What follows belongs to an exercise in optimizing a design on an open flow for small area, a short achievable clock period and few clock cycles per item; a production flow would make more cautious choices.
RTL that was checked went through simulation tests only; none was proved equivalent to the original.
Power is estimated from default activity; no workload was simulated.

## run 2
Design csidhScheduler, start of the top module:
module csidhScheduler (
	input logic clk,
	input logic rst,
	input logic start,
	input logic [csidhPkg::KEY_W-1:0] privateKey,
	output logic busy,
	output logic batchValid,
	output logic batchSign,
	output logic done,
	output logic [csidhPkg::NUM_PRIMES-1:0] batchMask,
	output logic [csidhPkg::COF_W-1:0] cofactor
);
For scale: roughly 4800 cells after synthesis, about 1200 flip-flops, ~720 I/O pins, about 56000 um2 of cells after synthesis.
Settings: LEC_CHECK=0, CAP_MARGIN=20, CORE_MARGIN=2, CORE_UTILIZATION=40, SETUP_SLACK_MARGIN=5.0, SLEW_MARGIN=20; clock period 8.0 ns.
run.sh (not shown) runs the stock make flow with config.mk's settings and CLKGATE_MAP_FILE= SYNTH_SCRIPT=/design/flow/synth_recipe.tcl, a recipe that flattens the netlist after the stock synthesis.
> inputs changed (run 2 -> run 5)
--- a/flow/design.v
+++ b/flow/design.v
@@ -1,23 +1,23 @@
 package csidhPkg;
 	localparam int NUM_PRIMES = 130;
 	localparam int KEY_W = 4 * NUM_PRIMES;
 	localparam int COF_W = 64;
 	localparam int DIG_W = 3;
 	localparam int NUM_STAGES = (COF_W + DIG_W - 1) / DIG_W;
 	localparam int PIPE_W = NUM_STAGES * DIG_W;
 	localparam int REM_W = 10;
 	localparam logic [COF_W-1:0] COF_ALL = 64'hdbe34c5460e36454;
-	localparam int NUM_BUFS = (DIG_W == 2) ? 3 : 2;
-	localparam int BUF_W = (NUM_BUFS > 2) ? 2 : 1;
-	localparam int BUF_GAP = NUM_STAGES + 3;
-	localparam int REP_GAP = 5;
+	localparam int NUM_BUFS = 2;
+	localparam int BUF_W = 1;
+	localparam int BUF_GAP = NUM_STAGES - 1;
+	localparam int REP_GAP = 4;
 	localparam int AGE_W = $clog2(BUF_GAP + 1);
 	localparam int NUM_CHUNKS = 17;
 endpackage
 `timescale 1ns/1ns
 module exponentBank (
 	input logic clk,
 	input logic load,
 	input logic [csidhPkg::KEY_W-1:0] privateKey,
 	input logic [4:0] chunkSel,
 	input logic chunkDir,
@@ -190,22 +190,20 @@
 	localparam int NB = csidhPkg::NUM_BUFS;
 	localparam int BW = csidhPkg::BUF_W;
 	localparam int PW = csidhPkg::PIPE_W;
 	localparam logic [PW-1:0] COF_PAD = PW'(csidhPkg::COF_ALL);
 	logic [7:0] dsIdx;
 	logic dsTake;
 	logic dsFirst;
 	logic dsLast;
 	logic [BW-1:0] dsBuf;
 	logic [8:0] primeHalf;
-	logic [BW-1:0] repBufQ;
-	logic [BW-1:0] cofSel;
 	logic [9*NS-1:0] stP;
 	logic [NS-1:0] stFirst;
 	logic [NS-1:0] stLast;
 	logic [BW*NS-1:0] stBuf;
 	logic [RW*NS-1:0] stRemS;
 	logic [RW*NS-1:0] stRemC;
 	logic [NS-1:0] stCin;
 	logic [PW-1:0] xDigits;
 	logic [PW-1:0] yDigits;
 	logic [RW*NS-1:0] remSOut;
@@ -402,30 +400,26 @@
 				end
 			end
 		end
 		if (rst) begin
 			dsLast <= 1'b0;
 			stLast <= '0;
 		end else begin
 			dsLast <= slotLast;
 			stLast <= {stLast[NS-2:0], dsLast};
 		end
-		if (repStart) begin
-			repBufQ <= repBuf;
-		end
 	end
-	assign cofSel = repStart ? repBuf : repBufQ;
 	always_ff @(posedge clk) begin
-		for (int b = 0; b < NB; b++) begin
-			if (cofSel == BW'(b)) cofactor <= bufs[PW*b +: csidhPkg::COF_W];
-		end
 		if (repStart) begin
+			for (int b = 0; b < NB; b++) begin
+				if (repBuf == BW'(b)) cofactor <= bufs[PW*b +: csidhPkg::COF_W];
+			end
 			cofactor[csidhPkg::COF_W-1:DW*(NS-1)] <= yDigits[csidhPkg::COF_W-1:DW*(NS-1)];
 		end
 	end
 	assign repStart = stLast[NS-1];
 	assign preRepStart = stLast[NS-2];
 	assign preRepBuf = stBuf[BW*(NS-2) +: BW];
 	assign repBuf = stBuf[BW*(NS-1) +: BW];
 	assign lastInFlight = dsLast || |stLast;
 endmodule
 `timescale 1ns/1ns
### Flow results
Compared to run 2, run 5 has data arrival time of the critical path 2.31 ns lower. Taking run 2 as the reference, in run 5 power has decreased; register-to-register path setup slack went up 0.19 ns; first-iteration DRC count fell by 138. Going from run 2 to run 5, internal power shows a reduction of about 3.4%; simple logic cell fraction of the synthesized area shows a reduction of 0.16 points. From run 2 to run 5 the numbers moved as follows: static leakage saw a decrease, highest attainable clock frequency went up about 3.5%, global-route usage shrank by 1.2 points, final standard cell area without fillers went down, area overhead of the layout relative to synthesis fell 2.1 points. Changes observed in run 5 relative to run 2: routed length on met3 went down 8.5%, final core area utilization went down 0.99 points. Via count, run 2 and run 5: lower on run 5.
Testbench counts of run 5, summed over its fixed seeds: cycles 3,884, keys 24.
The RTL of run 2 was laid out without a check of its function.

## static timing again, ports no longer ideal
No port has a modelled driver above. Below, the same layouts with a new extraction and two added sets of constraints.
Step 1 sets driving cells, clkbuf_16 on the clock port and buf_2 on the other inputs (assumed; they add their load-dependent delay and slew).
Step 2 moves the port delays by t, midway between the first and last clock arrival at a register: inputs arrive t later, outputs are due t later. That takes back most of the time a late clock gives input paths.
Slacks: ideal / step 1 / step 2; pairs: ideal / step 1.
| run | t, ns | setup WS [ns] | worst setup path at the end | clock arrival spread, ns | worst register clock-pin slew, ns |
|---|---|---|---|---|---|
| run 2 | 0.831 | 4.829 / 4.829 / 4.341 | input to register | 0.033 / 0.033 | 0.07 / 0.07 |
| run 5 | 0.837 | 4.935 / 4.861 / 4.311 | input to register | 0.039 / 0.040 | 0.07 / 0.07 |
After both steps every run listed still meets setup and hold. The setup slack of run 5, which loses most, moves by -0.074 ns with the drivers and by -0.624 ns with both steps.
